This design comes from an exercise in tuning for small area, a short achievable clock period and few clock cycles per item on the open sky130 flow, not from production work.
The RTL was checked by simulation tests, not by an equivalence proof against the original design.
Power figures rest on the tool's default switching activity, not on a simulated workload.

File: flow/config.mk
export PLATFORM = sky130hd
export DESIGN_NAME = dtree_seq_engine
export DESIGN_NICKNAME = dtree_seq_engine
export VERILOG_FILES = /design/flow/design.v
export SDC_FILE = /design/flow/constraint.sdc
export NUM_CORES = 4
export LEC_CHECK = 0
export CAP_MARGIN = 20
export CORE_MARGIN = 2
export CORE_UTILIZATION = 40
export SLEW_MARGIN = 20
File: flow/constraint.sdc
create_clock -name core_clock -period 8.0 [get_ports {clk}]
set_input_delay 1.6000 -clock core_clock [delete_from_list [all_inputs] [get_ports {clk}]]
set_output_delay 1.6000 -clock core_clock [all_outputs]
set_load 0.01 [all_outputs]
File: flow/design.v
module dtree_seq_engine #(
  parameter int unsigned N_FEAT    = 6,
  parameter int unsigned FEAT_W    = 8,
  parameter int unsigned CLASS_W   = 2,
  parameter int unsigned NODE_AW   = 6,
  parameter int unsigned MAX_DEPTH = 16
) (
  input  logic                        clk,
  input  logic                        rst,
  input  logic                        cfg_we,
  input  logic [NODE_AW-1:0]          cfg_addr,
  input  logic [15+2*NODE_AW-1:0]     cfg_wdata,
  output logic                        cfg_ready,
  input  logic                        in_valid,
  output logic                        in_ready,
  input  logic [N_FEAT*FEAT_W-1:0]    in_feat,
  output logic                        out_valid,
  input  logic                        out_ready,
  output logic [CLASS_W-1:0]          out_class,
  output logic                        out_err,
  output logic                        busy
);
  localparam int unsigned ENTRY_W = 15 + 2 * NODE_AW;
  localparam int unsigned N_NODES = 2 ** NODE_AW;
  localparam int unsigned DEPTH_W = (MAX_DEPTH > 1) ? $clog2(MAX_DEPTH) : 1;
  localparam logic [ENTRY_W-1:0] LEAF_CLASS0 = {1'b1, {(ENTRY_W - 1){1'b0}}};
  localparam logic [DEPTH_W-1:0] LAST_DEPTH  = DEPTH_W'(MAX_DEPTH - 1);
  typedef enum logic [1:0] {StIdle, StEval, StDone} state_e;
  state_e                      r_state;
  logic [ENTRY_W-1:0]          r_table [N_NODES];
  logic [N_FEAT*FEAT_W-1:0]    r_feat;
  logic [NODE_AW-1:0]          r_node_ptr;
  logic [DEPTH_W-1:0]          r_depth;
  logic                        r_out_valid;
  logic [CLASS_W-1:0]          r_out_class;
  logic                        r_out_err;
  logic [ENTRY_W-1:0]          w_entry;
  logic                        w_is_leaf;
  logic [2:0]                  w_feat_sel;
  logic [2:0]                  w_shift;
  logic [7:0]                  w_thr;
  logic [NODE_AW-1:0]          w_left;
  logic [NODE_AW-1:0]          w_right;
  logic [FEAT_W-1:0]           w_feat_val;
  logic                        w_feat_bad;
  logic                        w_go_left;
  logic                        w_idle;
  assign w_idle     = (r_state == StIdle);
  assign cfg_ready  = w_idle;
  assign in_ready   = w_idle && !cfg_we;
  assign busy       = !w_idle;
  assign out_valid  = r_out_valid;
  assign out_class  = r_out_class;
  assign out_err    = r_out_err;
  assign w_entry    = r_table[r_node_ptr];
  assign w_is_leaf  = w_entry[ENTRY_W-1];
  assign w_feat_sel = w_entry[ENTRY_W-2 -: 3];
  assign w_shift    = w_entry[ENTRY_W-5 -: 3];
  assign w_thr      = w_entry[ENTRY_W-8 -: 8];
  assign w_left     = w_entry[2*NODE_AW-1 -: NODE_AW];
  assign w_right    = w_entry[NODE_AW-1:0];
  assign w_feat_bad = ({29'd0, w_feat_sel} >= N_FEAT);
  always_comb begin
    w_feat_val = '0;
    for (int i = 0; i < int'(N_FEAT); i++) begin
      if (w_feat_sel == 3'(i)) w_feat_val = r_feat[i*FEAT_W +: FEAT_W];
    end
  end
  assign w_go_left = (32'(w_feat_val >> w_shift) <= 32'(w_thr));
  always_ff @(posedge clk or posedge rst) begin
    if (rst) begin
      for (int i = 0; i < int'(N_NODES); i++) r_table[i] <= LEAF_CLASS0;
    end else if (w_idle && cfg_we) begin
      r_table[cfg_addr] <= cfg_wdata;
    end
  end
  always_ff @(posedge clk or posedge rst) begin
    if (rst) begin
      r_state     <= StIdle;
      r_feat      <= '0;
      r_node_ptr  <= '0;
      r_depth     <= '0;
      r_out_valid <= 1'b0;
      r_out_class <= '0;
      r_out_err   <= 1'b0;
    end else begin
      unique case (r_state)
        StIdle: begin
          if (in_valid && !cfg_we) begin
            r_feat     <= in_feat;
            r_node_ptr <= '0;
            r_depth    <= '0;
            r_state    <= StEval;
          end
        end
        StEval: begin
          if (w_is_leaf) begin
            r_out_class <= w_thr[CLASS_W-1:0];
            r_out_err   <= 1'b0;
            r_out_valid <= 1'b1;
            r_state     <= StDone;
          end else if (w_feat_bad || (r_depth == LAST_DEPTH)) begin
            r_out_class <= '0;
            r_out_err   <= 1'b1;
            r_out_valid <= 1'b1;
            r_state     <= StDone;
          end else begin
            r_node_ptr <= w_go_left ? w_left : w_right;
            r_depth    <= r_depth + 1'b1;
          end
        end
        StDone: begin
          if (out_ready) begin
            r_out_valid <= 1'b0;
            r_state     <= StIdle;
          end
        end
        default: r_state <= StIdle;
      endcase
    end
  end
endmodule
File: flow/run.sh
#!/bin/bash
# synth_recipe.tcl (not shown) runs the flow's synth.tcl, then flattens the netlist and writes it again
# the make line also repeats each setting of config.mk as NAME=value (left out here)
make -C /OpenROAD-flow-scripts/flow DESIGN_CONFIG=/design/flow/config.mk WORK_HOME=/design/flow/orfs CLKGATE_MAP_FILE= SYNTH_SCRIPT=/design/flow/synth_recipe.tcl finish
==> run summary <==
## placed cells by master (no fill, tap or decap), types with 9 or more instances in the layout
| cell type | Yosys | routed |
|---|---|---|
| nor3_1 | 57 | 53 |
| clkbuf_16 | 0 | 189 |
| a21oi_1 | 25 | 25 |
| nand4_1 | 133 | 133 |
| nand2_2 | 0 | 32 |
| mux2_2 | 1783 | 1783 |
| nor2_4 | 0 | 92 |
| nor4_1 | 27 | 27 |
| o21ai_0 | 35 | 32 |
| and3_1 | 60 | 60 |
| buf_4 | 9 | 225 |
| clkbuf_1 | 432 | 59 |
| dfrtp_1 | 1728 | 1728 |
| a22oi_1 | 767 | 767 |
| nand2_1 | 229 | 196 |
| clkinv_2 | 0 | 26 |
| buf_12 | 0 | 21 |
| buf_2 | 13 | 19 |
| clkbuf_8 | 0 | 49 |
| nor2_1 | 140 | 51 |
| a22o_1 | 14 | 14 |
| clkdlybuf4s50_1 | 0 | 65 |
| ha_1 | 9 | 9 |
| a2111oi_0 | 17 | 15 |
| inv_1 | 21 | 20 |
| nor2b_1 | 10 | 10 |
| nand3_1 | 47 | 47 |
| mux2i_1 | 25 | 25 |
| a221oi_1 | 9 | 9 |
| dfstp_2 | 64 | 64 |
## worst max-delay path by stage
stage / to / slack [ns] / depth (start not counted)
after floorplan: r_depth[0] / -18.40 / 1
after global placement: r_node_ptr[4] / 1.13 / 21
after detailed placement: r_node_ptr[4] / 1.01 / 21
after CTS: r_node_ptr[4] / 0.98 / 21
after global routing: r_node_ptr[3] / 0.64 / 22
final: r_node_ptr[4] / 1.09 / 21
## registers in the layout, indices dropped and copies added (netlist names)
signal	count
r_table	1728
r_depth	4
r_out_valid	1
r_out_err	1
r_node_ptr	6
r_state	2
r_out_class	2
r_feat	48
## layout make-up
type | count | area, sq um | share of cell area
timing repair buffer | 336 | 3020 | 0.0336
tap | 2624 | 3280 | 0.0366
clock buffer | 297 | 5630 | 0.0627
multi-input combinational | 3514 | 32100 | 0.358
inverter | 22 | 86.3 | 0.000962
antenna | 8 | 20.0 | 0.000223
sequential | 1792 | 44900 | 0.500
clock inverter | 52 | 674 | 0.00751
## power groups by stage
stage          combinational, mW  sequential (mW)  clock [mW]
4_1_cts                     3.99             11.7        8.99
6_report                    4.04             11.8        8.94
5_1_grt                     4.31             11.9        9.37
3_3_place_gp                3.90             11.8           0
2_1_floorplan               2.78             11.6           0
3_5_place_dp                3.97             11.9           0
## critical path, cell delays in order (launching register included)
cell,delay [ns]
dfrtp_1,0.88
buf_4,0.35
nand2b_1,0.22
a211oi_1,0.08
a2111oi_1,0.84
nand3_1,0.15
or4_1,0.55
o22ai_2,0.65
and2b_2,0.35
a22oi_1,0.26
nor2_1,0.13
a311oi_1,0.39
nor2_1,0.08
ha_1,0.30
a21o_1,0.19
a21o_1,0.18
a21oi_1,0.13
o21ai_0,0.09
nand2_1,0.33
mux2_2,0.40
nand3_1,0.09
o21ai_0,0.09
## kinds of logic (layout without fill, tap and decap cells)
family / after synthesis / count (layout)
DFF: 1792 / 1792
and+or+nand+nor: 775 / 775
xor gates and xnor gates: 2 / 2
buffers and inverters: 534 / 707
other: 0 / 8
adders and majority gates: 9 / 9
AOI/OAI and AO/OA: 920 / 920
muxes: 1808 / 1808
## per-layer routing
layer | vias up | part of all wire
li1 | 21800 | -
met1 | 30500 | 0.39
met2 | 3849 | 0.42
met3 | 1030 | 0.12
met4 | 16 | 0.067
met5 | - | 0.00077
## stage by stage
stage	instance area, sq um	cells	util	total power [mW]	setup WS [ns]
CTS	89700	8635	0.460	24.7	0.977
detailed placement	83400	8286	0.428	15.8	1.01
global placement	83200	8279	0.427	15.8	1.13
finish	89800	8645	0.461	24.8	1.09
floorplan	78400	5840	-	14.4	-18.40
global route	89800	8640	0.461	25.6	0.642
==> reports/metrics.yaml <==
timing:
  finalSetupTns_ns: 0
  setup_viol: 0
  max_freq_mhz: 145
  finalCritPeriodShare: 0.864
  whs_ns: 0.502
  slew_violations: 0
  worst_clock_skew_ns: 0.0415
  tightest_slew_ns: 1.26
  min_period_ns: 6.91
  relSlewSlack: 0.159
  rsz0062_at_grt: "no"
  hold_violations: 0
global_route:
  grt_pass1_wl_um: 469000
  grt_use_total: 0.342
  use_met2: 0.492
  grt_busiest_layer: "met2"
  antenna_found_initial: 23
  grt_overflow_total: 0
  globalRouteMet1Util: 0.463
  grt_max_degree: 183
  grt_pass1_vias: 54800
  use_met3: 0.0954
detailed_routing:
  final_antenna_net_count: 0
  routedWlPerCell_um: 39.9
  drtIter0Drc: 8813
  num_vias: 57100
  routed_wl_um: 345000
  avgViaCountPerCell: 6.61
  dr.pass1.iters: 8
  drc_errors: 0
setup_path:
  cp.arrival_ns: 7.62
  path_class: "register to register"
  timing.rr.end: "r_node_ptr[4]"
  start_kind: "register"
  cp.required_ns: 8.71
  path_max_fanout: 25
  crit_start: "r_node_ptr[2]"
  reg2reg_slack_ns: 1.09
  reg2regPathDepth: 21
  r2r-start: "r_node_ptr[2]"
  endpoint_kind: "register"
clock_network:
  cts.clk_slew.worst_paths_ns: 0.06
  cts_htree_levels: 4
  postCtsSetupBuffers: 0
  root_buffer: "clkbuf_16"
  cts_made_buffers: 187
  cts_hold_buf: 0
  cts.sinks: 1792
  clockBufferDepth: 3
  clk_latency_ns: 0.85
  cts_tree: "done"
  cts_resized: 0
synthesis:
  netlist_instances: 5840
  yosysMostFrequentCell: "mux2_2"
  synthMuxAreaShare: 0.259
  synthAdderAreaFrac: 0.00144
  yosys-top-cells-area: "dfrtp_1 55%, mux2_2 26%, a22oi_1 7.3%"
  synth-compound-area-share: 0.0879
  yosys.area_share.simple: 0.0508
  yosysSeqAreaShare: 0.573
  synthFlopType: "dfrtp_1"
  async_flop_share: 1.00
  ys_top_cells_by_count: "1783 x mux2_2, 1728 x dfrtp_1, 767 x a22oi_1"
  synth_top_family_by_area: "multiplexers"
  ys_seq_elements: 1792
  yosysTopAreaCell: "dfrtp_1"
  synth_edf_count: 0
  syn-cell-area_sq_um: 78400
  synth_top_area_share: 0.552
  syn_area_per_cell_sq_um: 13.4
  synth_warnings: 2
  syn_nets: 5935
  synthXorXnorAreaFrac: 0.000224
  synth.distinct_cells: 79
floorplan:
  die_area_sq_um: 199000
  fp.dieH_um: 447
  rows: 162
  start_util: 0.402
  io_pins: 93
  die_w_um: 447
  coreArea_sq_um: 195000
status:
  status: "no timing/DRC/antenna violations"
placement:
  place_congestion: 0.924
  post-dp-hpwl_um: 202000
  place.port_buffers: 92
pwr:
  power_frac_comb: 0.163
  leakage_nw: 42.1
  switching_share: 0.284
  power.density_nw_per_um2: 276
  pwr-share-clk: 0.361
  p_int_mw: 17.7
  p_switching_mw: 7.04
  p_seq_frac: 0.476
  irDropWorstVdd_uv: 248
hold_path:
  hold_end: "r_table[26][17]"
  hold_depth: 1
  min_path_type: "register to register"
  holdCritStartpoint: "r_table[26][17]"
run:
  maxCapViolations: 0
finish:
  n_fill_cell: 17400
  drive_gt1_frac: 0.428
  areaGrowthSynthToFinish_pct: 14.5
  finalNetCount: 5948
Testbench counts, summed over its fixed seeds: cycles 30,023, items 3,840.

-- static timing again, ports no longer ideal --
How much do the figures lean on ideal ports? The routed layout below was timed once more, with nothing changed but the port constraints. Step 1 sets driving cells, clkbuf_16 on the clock port and buf_2 on the other inputs (assumed; they add their load-dependent delay and slew). Step 2, shift: input delay + t, output delay - t, t = (earliest + latest rising clock arrival at the registers) / 2. This alone moves slack from input paths to output paths. Three values: ideal, step 1, step 2; two values: the first two.
t (ns): 0.928
setup slack, ns: 1.086 / 1.086 / 1.086
worst data-port slew with drivers (ns): 0.16
pins driven straight from the clock port: 1
After both steps setup and hold are still met in this run. For this run, drivers alone change the setup slack by 0.000 ns; drivers and shift together by 0.000 ns.
